This design comes from an exercise in tuning for small area on the open sky130 flow, not from production work.
In this exercise RTL edits were held to simulation tests only and were not proved equivalent to the original.
Power and IR drop assume default switching activity.

rev 12:
==> flow/design.v (excerpt) <==
module fsmc_regs_top (
    input  logic                      clk,
    input  logic                      rst_n,
    input  logic                      nadv,
    input  logic                      nwe,
    input  logic                      noe,
    input  logic [18-1:0] ad_bus,
    output logic [18-1:0] ad_drive,
    output logic                      ad_drive_en
);
    localparam int dw    = 16;
    localparam int len   = 7;        
    localparam int rings = 10;
    logic          nadv_s, nwe_s;    
    logic [3:0]    noe_hist;         
    logic          en_q;
    logic [2:0]    phase;            
    logic          clr;              
    logic [5:0]    addr_q;           
    logic [5:0]    waddr_q;          
    logic [dw-1:0] wdata_q;          
    logic          wpend;
    logic          rpend;            
    logic [dw-1:0] rdata_q;
    logic          wr_end;
    logic [rings-1:0] wsel;          
    logic [dw-1:0] tap [rings];
    logic [dw-1:0] head [rings];     
    logic [dw-1:0] rword;
    logic [2:0]    phase_p;          
    logic          rhit;
    function automatic logic [rings-1:0] at_tap(input logic [5:0] k, input logic [2:0] ph);
        at_tap = '0;
        if (k[2:0] != 3'd7)
            at_tap[k[5:3]] = (ph == k[2:0]);
        else if (k[5:3] != 3'd7)
            at_tap[8] = (ph == k[5:3]);
        else
            at_tap[9] = 1'b1;
    endfunction
    always_ff @(posedge clk or negedge rst_n) begin
        if (!rst_n) begin
            nadv_s   <= 1'b1;
            nwe_s    <= 1'b1;
            noe_hist <= '0;
            en_q     <= 1'b0;
        end else begin
            nadv_s   <= nadv;
            nwe_s    <= nwe;
  ...
Size in the first run: ~1,500 cells after synthesis, ~1,100 flip-flops, about 0.026 mm2 of cells after synthesis.
Settings: LEC_CHECK=0, CAP_MARGIN=20, CORE_MARGIN=2, CORE_UTILIZATION=65, SLEW_MARGIN=20; clock period 5.0 ns.
standard.sh (not shown) runs the stock make flow with config.mk's settings and CLKGATE_MAP_FILE= SYNTH_SCRIPT=/design/flow/synth_recipe.tcl, a recipe that flattens the netlist after the stock synthesis.
==> flow/flow/run.sh <==
#!/bin/bash
# The standard layout (standard.sh) with three changes:
#  - synthesis and repair may use only drive strength 1 logic cells (buffers, inverters,
#    flip-flops and clock cells are not restricted): extra_dont_use.txt is added to the
#    platform's don't-use list
#  - ports are buffered with buf_1
#  - clock tree: clkbuf_8 leaf clusters of up to 20 sinks, no dummy loads
set -euo pipefail
PLAT=$(make -s -C "$FLOW_HOME" DESIGN_CONFIG="$FLOW_CONFIG" WORK_HOME="$PWD/orfs" print-DONT_USE_CELLS 2>/dev/null | sed -n 's/^DONT_USE_CELLS: //p')
export DU="$PLAT $(cat flow/extra_dont_use.txt)"
export BUFFER_PORTS_ARGS="-buffer_cell sky130_fd_sc_hd__buf_1"
export CTS_ARGS="-sink_clustering_enable -repair_clock_nets -sink_clustering_size 20 -sink_clustering_max_diameter 100 -buf_list sky130_fd_sc_hd__clkbuf_8 -dont_use_dummy_load"
sed 's|"\${@:-finish}"|"DONT_USE_CELLS=$DU" "MIN_BUF_CELL_AND_PORTS=sky130_fd_sc_hd__buf_2 A X" "${@:-finish}"|' standard.sh > standard_du.sh
grep -q 'DONT_USE_CELLS=\$DU' standard_du.sh
echo "$DU" > dont_use.log
bash standard_du.sh > standard.log 2>&1
Other scripts of this flow, unchanged in this note and not shown: flow/flow/extra_dont_use.txt
--- input diff rev 12..rev 13 ---
-- flow/flow/run.sh --
<<< rev 12, line 12
export CTS_ARGS="-sink_clustering_enable -repair_clock_nets -sink_clustering_size 20 -sink_clustering_max_diameter 100 -buf_list sky130_fd_sc_hd__clkbuf_8 -dont_use_dummy_load"
sed 's|"\${@:-finish}"|"DONT_USE_CELLS=$DU" "MIN_BUF_CELL_AND_PORTS=sky130_fd_sc_hd__buf_2 A X" "${@:-finish}"|' standard.sh > standard_du.sh
grep -q 'DONT_USE_CELLS=\$DU' standard_du.sh
>>> rev 13, line 12
export CTS_ARGS="-sink_clustering_enable -repair_clock_nets -sink_clustering_size 20 -sink_clustering_max_diameter 100 -buf_list sky130_fd_sc_hd__clkbuf_8 -dont_use_dummy_load"
sed 's|"\${@:-finish}"|"DONT_USE_CELLS=$DU" "${@:-finish}"|' standard.sh > standard_du.sh
grep -q 'DONT_USE_CELLS=\$DU' standard_du.sh
### Flow results
Rev 13: it failed with a tool error in 1_2_yosys, so there are no final results.

========
The RTL this note starts from:
==> flow/design.v <==
`timescale 1ns/1ps
module fsmc_regs_top (
    input  logic                      clk,
    input  logic                      rst_n,
    input  logic                      nadv,
    input  logic                      nwe,
    input  logic                      noe,
    input  logic [18-1:0] ad_bus,
    output logic [18-1:0] ad_drive,
    output logic                      ad_drive_en
);
    localparam int dw    = 16;
    localparam int len   = 7;        
    localparam int rings = 10;
    logic          nadv_s, nwe_s;    
    logic [3:0]    noe_hist;         
    logic          en_q;
    logic [2:0]    phase;            
    logic          fb, last;
    logic          clr;              
    logic [5:0]    addr_q;           
    logic [5:0]    waddr_q;          
    logic [dw-1:0] wdata_q;          
    logic          wpend;
    logic [dw-1:0] rdata_q;
    logic          wr_end;
    logic          wsel;             
    logic [rings-1:0] we;            
    logic [dw-1:0] tap [rings];
    logic [dw-1:0] head [rings];     
    logic [dw-1:0] rword;
    logic [rings-1:0] rsel;
    logic [2:0]    phase_p;          
    logic          rhit;
    logic          en_d, cap;
    always_ff @(posedge clk or negedge rst_n) begin
        if (!rst_n) begin
            nadv_s   <= 1'b1;
            nwe_s    <= 1'b1;
            noe_hist <= '0;
            en_q     <= 1'b0;
        end else begin
            nadv_s   <= nadv;
            nwe_s    <= nwe;
            noe_hist <= {noe_hist[2:0], ~noe};
            en_q     <= en_d;
        end
    end
    always_ff @(posedge clk) begin
        if (!nadv)
            addr_q <= {ad_bus[17:16], ad_bus[3:0]};
    end
    fsmc_xnor2 ph_fb   (.a (phase[2]), .b (phase[1]), .y (fb));
    fsmc_nor3b ph_last (.a (phase[1]), .b (phase[0]), .c_n (phase[2]), .y (last));
    always_ff @(posedge clk or negedge rst_n) begin
        if (!rst_n) begin
            phase <= '0;
            clr   <= 1'b1;
        end else begin
            phase <= {phase[1:0], fb};
            if (last)
                clr <= 1'b0;
        end
    end
    assign wr_end = nwe && !nwe_s;
    fsmc_write_sel write_sel_i (
        .k     (waddr_q),
        .ph    (phase),
        .wpend (wpend),
        .clr   (clr),
        .wsel  (wsel),
        .we    (we)
    );
    always_ff @(posedge clk) begin
        if (wr_end)
            waddr_q <= addr_q;
    end
    always_ff @(posedge clk or negedge rst_n) begin
        if (!rst_n) begin
            wdata_q <= '0;    
            wpend   <= 1'b0;
        end else begin
            if (wr_end)
                wdata_q <= ad_bus[dw-1:0];
            wpend <= wr_end || (wpend && !wsel);
        end
    end
    for (genvar r = 0; r < rings; r++) begin : g_ring
        localparam int n = (r == rings - 1) ? 1 : len;
        logic [n*dw-1:0] q;
        assign tap[r]  = we[r] ? wdata_q : q[n*dw-1 -: dw];
        assign head[r] = q[dw-1:0];
        always_ff @(posedge clk) begin
            if (n == 1)
                q <= tap[r];
            else
                q <= {q[n*dw-dw-1:0], tap[r]};
        end
    end
    fsmc_xnor2 ph_prev (.a (phase[0]), .b (phase[2]), .y (phase_p[2]));
    assign phase_p[1:0] = phase[2:1];
    fsmc_read_sel read_sel_i (
        .k   (addr_q),
        .ph  (phase_p),
        .hit (rhit),
        .sel (rsel)
    );
    fsmc_word_mux word_mux_i (
        .sel   (rsel),
        .words ({head[9], head[8], head[7], head[6], head[5], head[4], head[3], head[2], head[1], head[0]}),
        .word  (rword)
    );
    assign en_d = |noe_hist[3:1];
    assign cap  = rhit && !(en_d && !nadv_s);
    always_ff @(posedge clk) begin
        if (cap)
            rdata_q <= rword;
    end
    assign ad_drive    = {2'b00, rdata_q};
    assign ad_drive_en = en_q;
endmodule
module fsmc_tap_hit (
    input  logic [5:0] k,
    input  logic [2:0] ph,
    output logic       hit,
    output logic       lo7,
    output logic       hi7
);
    logic [2:0] pos, x;
    logic       eq, k63;
    fsmc_and3 a_lo (.a (k[0]), .b (k[1]), .c (k[2]), .y (lo7));
    fsmc_and3 a_hi (.a (k[3]), .b (k[4]), .c (k[5]), .y (hi7));
    for (genvar i = 0; i < 3; i++) begin : g_b
        fsmc_mux2  m (.s (lo7), .a0 (k[i]), .a1 (k[3+i]), .y (pos[i]));
        fsmc_xnor2 e (.a (ph[i]), .b (pos[i]), .y (x[i]));
    end
    fsmc_and3 a_eq  (.a (x[0]), .b (x[1]), .c (x[2]), .y (eq));
    fsmc_and2 a_63  (.a (lo7), .b (hi7), .y (k63));
    fsmc_or2  o_hit (.a (eq), .b (k63), .y (hit));
endmodule
module fsmc_read_sel (
    input  logic [5:0] k,
    input  logic [2:0] ph,
    output logic       hit,
    output logic [9:0] sel
);
    logic       lo7, hi7;
    logic [2:0] hn;
    fsmc_tap_hit th (.k (k), .ph (ph), .hit (hit), .lo7 (lo7), .hi7 (hi7));
    for (genvar i = 0; i < 3; i++) begin : g_n
        fsmc_inv n (.a (k[3+i]), .y (hn[i]));
    end
    for (genvar r = 0; r < 8; r++) begin : g_r
        fsmc_nor4 d (
            .a (lo7),
            .b (r[0] ? hn[0] : k[3]),
            .c (r[1] ? hn[1] : k[4]),
            .d (r[2] ? hn[2] : k[5]),
            .y (sel[r])
        );
    end
    fsmc_and2b a8 (.a_n (hi7), .b (lo7), .y (sel[8]));
    fsmc_and2  a9 (.a (hi7), .b (lo7), .y (sel[9]));
endmodule
module fsmc_write_sel (
    input  logic [5:0] k,
    input  logic [2:0] ph,
    input  logic       wpend,
    input  logic       clr,
    output logic       wsel,
    output logic [9:0] we
);
    logic       hit, lo7, hi7, g, g8, g9;
    logic [2:0] hn;
    fsmc_tap_hit th (.k (k), .ph (ph), .hit (hit), .lo7 (lo7), .hi7 (hi7));
    fsmc_and2  a_w (.a (wpend), .b (hit), .y (wsel));
    fsmc_and2b a_g (.a_n (lo7), .b (wsel), .y (g));
    for (genvar i = 0; i < 3; i++) begin : g_n
        fsmc_inv n (.a (k[3+i]), .y (hn[i]));
    end
    for (genvar r = 0; r < 8; r++) begin : g_r
        fsmc_a41o d (
            .a1 (g),
            .a2 (r[0] ? k[3] : hn[0]),
            .a3 (r[1] ? k[4] : hn[1]),
            .a4 (r[2] ? k[5] : hn[2]),
            .b1 (clr),
            .x  (we[r])
        );
    end
    fsmc_and3b a_8 (.a_n (hi7), .b (lo7), .c (wsel), .y (g8));
    fsmc_or2   o_8 (.a (g8), .b (clr), .y (we[8]));
    fsmc_a31o  o_9 (.a1 (wsel), .a2 (lo7), .a3 (hi7), .b1 (clr), .x (we[9]));
endmodule
module fsmc_inv   (input logic a, output logic y); assign y = !a; endmodule
module fsmc_and2  (input logic a, b, output logic y); assign y = a && b; endmodule
module fsmc_and2b (input logic a_n, b, output logic y); assign y = !a_n && b; endmodule
module fsmc_or2   (input logic a, b, output logic y); assign y = a || b; endmodule
module fsmc_and3  (input logic a, b, c, output logic y); assign y = a && b && c; endmodule
module fsmc_and3b (input logic a_n, b, c, output logic y); assign y = !a_n && b && c; endmodule
module fsmc_nor4  (input logic a, b, c, d, output logic y); assign y = !(a || b || c || d); endmodule
module fsmc_xnor2 (input logic a, b, output logic y); assign y = a == b; endmodule
module fsmc_nor3b (input logic a, b, c_n, output logic y); assign y = !a && !b && c_n; endmodule
module fsmc_mux2  (input logic s, a0, a1, output logic y); assign y = s ? a1 : a0; endmodule
module fsmc_a41o  (input logic a1, a2, a3, a4, b1, output logic x); assign x = (a1 && a2 && a3 && a4) || b1; endmodule
module fsmc_a31o  (input logic a1, a2, a3, b1, output logic x); assign x = (a1 && a2 && a3) || b1; endmodule
module fsmc_word_mux (
    input  logic [9:0]       sel,
    input  logic [10*16-1:0] words,
    output logic [15:0]      word
);
    for (genvar i = 0; i < 16; i++) begin : g_bit
        logic [2:0] g;
        for (genvar j = 0; j < 3; j++) begin : g_grp
            fsmc_aoi222 aoi (
                .a1 (sel[3*j]),   .a2 (words[(3*j)*16 + i]),
                .b1 (sel[3*j+1]), .b2 (words[(3*j+1)*16 + i]),
                .c1 (sel[3*j+2]), .c2 (words[(3*j+2)*16 + i]),
                .y  (g[j])
            );
        end
        fsmc_nand3_andn fin (
            .a  (g[0]),
            .b  (g[1]),
            .c  (g[2]),
            .d1 (sel[9]),
            .d2 (words[9*16 + i]),
            .y  (word[i])
        );
    end
endmodule
module fsmc_aoi222 (
    input  logic a1, a2, b1, b2, c1, c2,
    output logic y
);
    assign y = !((a1 && a2) || (b1 && b2) || (c1 && c2));
endmodule
module fsmc_nand3_andn (
    input  logic a, b, c, d1, d2,
    output logic y
);
    assign y = !(a && b && c && !(d1 && d2));
endmodule
Settings: LEC_CHECK=0, CAP_MARGIN=20, CELL_PAD_IN_SITES_DETAIL_PLACEMENT=0, CELL_PAD_IN_SITES_GLOBAL_PLACEMENT=0, CORE_MARGIN=2, CORE_UTILIZATION=75, SLEW_MARGIN=20, SYNTH_HIERARCHICAL=1; clock period 5.0 ns.
==> flow/flow/run.sh <==
#!/bin/bash
# The standard layout (standard.sh) with three changes:
#  - synthesis and repair may use only drive strength 1 logic cells (buffers, inverters,
#    flip-flops and clock cells are not restricted): extra_dont_use.txt is added to the
#    platform's don't-use list
#  - ports are buffered with buf_1
#  - clock tree: clkbuf_8 leaf clusters of up to 21 sinks within 80 um, no dummy loads
set -euo pipefail
PLAT=$(make -s -C "$FLOW_HOME" DESIGN_CONFIG="$FLOW_CONFIG" WORK_HOME="$PWD/orfs" print-DONT_USE_CELLS 2>/dev/null | sed -n 's/^DONT_USE_CELLS: //p')
export DU="$PLAT $(cat flow/extra_dont_use.txt)"
export BUFFER_PORTS_ARGS="-buffer_cell sky130_fd_sc_hd__buf_1"
export CTS_ARGS="-sink_clustering_enable -repair_clock_nets -sink_clustering_size 22 -sink_clustering_max_diameter 70 -buf_list sky130_fd_sc_hd__clkbuf_8 -dont_use_dummy_load"
sed 's|"\${@:-finish}"|"DONT_USE_CELLS=$DU" "${@:-finish}"|' standard.sh > standard_du.sh
grep -q 'DONT_USE_CELLS=\$DU' standard_du.sh
echo "$DU" > dont_use.log
bash standard_du.sh > standard.log 2>&1
Other scripts of this flow, unchanged in this note and not shown: flow/flow/extra_dont_use.txt
Rerun with:
--- a/flow/config.mk
+++ b/flow/config.mk
@@ -8,4 +8,2 @@
 export CAP_MARGIN = 20
-export CELL_PAD_IN_SITES_DETAIL_PLACEMENT = 0
-export CELL_PAD_IN_SITES_GLOBAL_PLACEMENT = 0
 export CORE_MARGIN = 2
Effect: Total power stays the same. Critical path depth is unchanged. Register-to-register slack barely changes. Design area does not change. Die area stays the same. Hold slack does not change. Clock skew is unchanged. Via count does not change.
Rerun with:
--- a/flow/flow/run.sh
+++ b/flow/flow/run.sh
@@ -11,3 +11,3 @@
 export BUFFER_PORTS_ARGS="-buffer_cell sky130_fd_sc_hd__buf_1"
-export CTS_ARGS="-sink_clustering_enable -repair_clock_nets -sink_clustering_size 22 -sink_clustering_max_diameter 70 -buf_list sky130_fd_sc_hd__clkbuf_8 -dont_use_dummy_load"
+export CTS_ARGS="-sink_clustering_enable -repair_clock_nets -sink_clustering_size 21 -sink_clustering_max_diameter 80 -buf_list sky130_fd_sc_hd__clkbuf_8 -dont_use_dummy_load"
 sed 's|"\${@:-finish}"|"DONT_USE_CELLS=$DU" "${@:-finish}"|' standard.sh > standard_du.sh
=>
- The changed run completed without violations
- final area is about the same
- die area is unchanged
- critical path depth is unchanged
- first-iteration DRC count came out higher by 11%
- final cell count is about the same
- wire length rose by 0.89%
- worst setup slack improved by 0.021 ns
- clock power came out higher by about 2%
- global-route usage came out higher by 0.35 points
Rerun with:
--- a/flow/config.mk
+++ b/flow/config.mk
@@ -8,2 +8,4 @@
 export CAP_MARGIN = 20
+export CELL_PAD_IN_SITES_DETAIL_PLACEMENT = 0
+export CELL_PAD_IN_SITES_GLOBAL_PLACEMENT = 0
 export CORE_MARGIN = 2
Sequential cell count is unchanged.
Wire length is unchanged.
Utilization does not change.
Sequential share of layout area is unchanged.
Synthesized area stays the same.
Total power stays the same.
Cell count stays the same.
Sequential power barely changes.

[static timing again, ports no longer ideal]
How much do the figures lean on ideal ports? The routed layouts below were timed once more, with nothing changed but the port constraints.
Step 1 assumes that a clkbuf_16 drives the clock port and a buf_2 every other input.
Step 2, shift: input delay + t, output delay - t, t = (earliest + latest rising clock arrival at the registers) / 2. This alone moves slack from input paths to output paths.
Three values: ideal, step 1, step 2; two values: the first two.
| run | t (ns) | setup WS [ns] | hold slack, ns | cell pins on the clock port's net |
|---|---|---|---|---|
| rev 12 | 0.698 | 1.601 / 1.601 / 1.601 | 0.249 / 0.249 / 0.249 | 1 |
| the first run of note 2 | 0.649 | 1.329 / 1.329 / 1.329 | 0.238 / 0.238 / 0.238 | 1 |
| the second run of note 2 | 0.649 | 1.329 / 1.329 / 1.329 | 0.238 / 0.238 / 0.238 | 1 |
| the third run of note 2 | 0.707 | 1.349 / 1.349 / 1.349 | 0.278 / 0.278 / 0.278 | 1 |
| the fourth run of note 2 | 0.707 | 1.349 / 1.349 / 1.349 | 0.278 / 0.278 / 0.278 | 1 |
After both steps setup and hold are still met in every run listed.
